Background: an optimization exercise with open tools, aiming at small area. Do not read the settings as production practice. Function was checked by simulation only, so behaviour that the tests miss may differ from the original. No activity file was given, so power comes from the tool's default toggle rates.

// cpi_top
module cpi_top #(
    parameter int unsigned FIFO_DEPTH = 8
) (
    input  logic                   s_cam_clk_dft,
    input  logic                   rstn_i,
    input  logic                   cfg_enable_i,
    input  logic                   cfg_vsync_pol_i,
    input  logic                   cfg_drop_en_i,
    input  logic [5:0]             cfg_drop_val_i,
    input  logic                   cfg_slice_en_i,
    input  logic [2:0]             cfg_format_i,
    input  logic [3:0]             cfg_shift_i,
    input  logic [15:0]            cfg_row_len_i,
    input  logic [15:0]            cfg_llx_i,
    input  logic [15:0]            cfg_lly_i,
    input  logic [15:0]            cfg_urx_i,
    input  logic [15:0]            cfg_ury_i,
    input  logic [7:0]             cfg_coeff_r_i,
    input  logic [7:0]             cfg_coeff_g_i,
    input  logic [7:0]             cfg_coeff_b_i,
    input  logic [7:0]             cam_data_i,
    input  logic                   cam_hsync_i,
    input  logic                   cam_vsync_i,
    output logic [31:0]            out_data_o,
    output logic                   out_valid_o,
    input  logic                   out_ready_i,
    output logic                   overflow_o,
    output logic                   frame_evt_o
);
Size: about 1000 cells after synthesis, about 170 I/O pins, roughly 0.012 sq mm of cells after synthesis.
export LEC_CHECK = 0
export CAP_MARGIN = 0
export CORE_MARGIN = 2
export CORE_UTILIZATION = 40
export SLEW_MARGIN = 0
create_clock -name core_clock -period 10.0 [get_ports {s_cam_clk_dft}]
standard.sh (not shown) runs the stock make flow with config.mk's settings and CLKGATE_MAP_FILE= SYNTH_SCRIPT=/design/flow/synth_recipe.tcl, a recipe that flattens the netlist after the stock synthesis.
==> flow/flow/run.sh <==
#!/bin/bash
# The standard layout (the standard.sh, standard synthesis included) with
# three placement/CTS choices changed through ORFS variables:
#  - port buffers use the smallest buffer cell instead of clkdlybuf4s50_1,
#  - CTS builds larger sink clusters with clkbuf_16 and inserts no dummy loads,
#  - the single tie cell from synthesis is kept instead of one per tied port.
set -euo pipefail
export BUFFER_PORTS_ARGS="-buffer_cell sky130_fd_sc_hd__buf_1"
export CTS_ARGS="-sink_clustering_enable -repair_clock_nets -dont_use_dummy_load -sink_clustering_size 30 -sink_clustering_max_diameter 150 -buf_list sky130_fd_sc_hd__clkbuf_16"
export SKIP_REPAIR_TIE_FANOUT=1
bash standard.sh > standard.log 2>&1
Next try:
--- a/flow/design.v
+++ b/flow/design.v
@@ -284,17 +284,17 @@
         end else begin
             rgb_v1_q     <= pair_valid_i & is_rgb_i;
             rgb_v2_q     <= rgb_v1_q;
             byp_v1_q     <= pair_valid_i & ~is_rgb_i;
             word_valid_o <= rgb_v2_q | byp_v1_q;
         end
     end
     always_ff @(posedge s_cam_clk_dft) begin
-        hold_q <= is_rgb_i ? sum_d : {1'b0, byp_i};
+        hold_q <= is_rgb_i ? sum_d : {1'b0, byp_i};   
     end
     assign wr_pend_o = rgb_v2_q | byp_v1_q;
     logic [3:0]  sh;
     logic [16:0] t8, t4, t2, t1;
     assign sh = (rgb_v2_q && cfg_i.shift <= 4'd9) ? cfg_i.shift : 4'd0;
     assign t1 = sh[0] ? (hold_q >> 1) : hold_q;
     assign t2 = sh[1] ? (t1 >> 2) : t1;
     assign t4 = sh[2] ? (t2 >> 4) : t2;
@@ -468,18 +468,18 @@
     assign n156 = (n146 & n153) | (n148 & (n146 ^ n153));
     assign n157 = n155 ^ n150 ^ n152;
     assign n158 = (n155 & n150) | (n152 & (n155 ^ n150));
     assign n159 = acc[15] ^ n154 ^ n156;
     assign n160 = (acc[15] & n154) | (n156 & (acc[15] ^ n154));
     assign n161 = n159 ^ n158;
     assign n162 = n159 & n158;
     assign n163 = acc[16] ^ n160 ^ n162;
-    assign sum[0] = acc[0];
-    assign sum[1] = acc[1];
+    assign sum[0] = 1'b0;
+    assign sum[1] = 1'b0;
     assign sum[2] = ((ga[2] & cg[0]) | acc[2]);
     assign sum[3] = n1;
     assign sum[4] = n7;
     assign sum[5] = n17;
     assign sum[6] = n31;
     assign sum[7] = n49;
     assign sum[8] = n69;
     assign sum[9] = n89;
Total power came out higher by about 9%. Synthesized cell count barely changes. Global-route usage is about the same. Maximum frequency came out higher by about 1.2%. Non-clock buffer count came out lower by 2. Cell area came out lower by 0.36%. Worst setup slack gains 0.10 ns. Routed wire length is about the same. Cell count is about the same. Worst hold slack hardly moves. Area after synthesis stays flat.

==> port drivers added, routing unchanged <==
In the flow no input, the clock included, has a driving cell. The finished layouts below were timed again as built, in two steps. Step 1, drivers: a clkbuf_16 drives s_cam_clk_dft and a buf_2 each remaining input, both assumed. Step 2 moves the port delays by t, midway between the first and last clock arrival at a register: inputs arrive t later, outputs are due t later. That takes back most of the time a late clock gives input paths. Slacks: ideal / step 1 / step 2; pairs: ideal / step 1.
run | t, ns | slack for setup (ns) | slew at the worst register clock pin (ns)
the first run | 0.491 | 1.358 / 1.375 / 0.884 | 0.12 / 0.12
the second run | 0.490 | 1.458 / 1.471 / 0.981 | 0.12 / 0.12
After both steps every run listed still meets setup and hold. For the second run, which loses most, drivers alone change the setup slack by +0.013 ns; drivers and shift together by -0.477 ns.
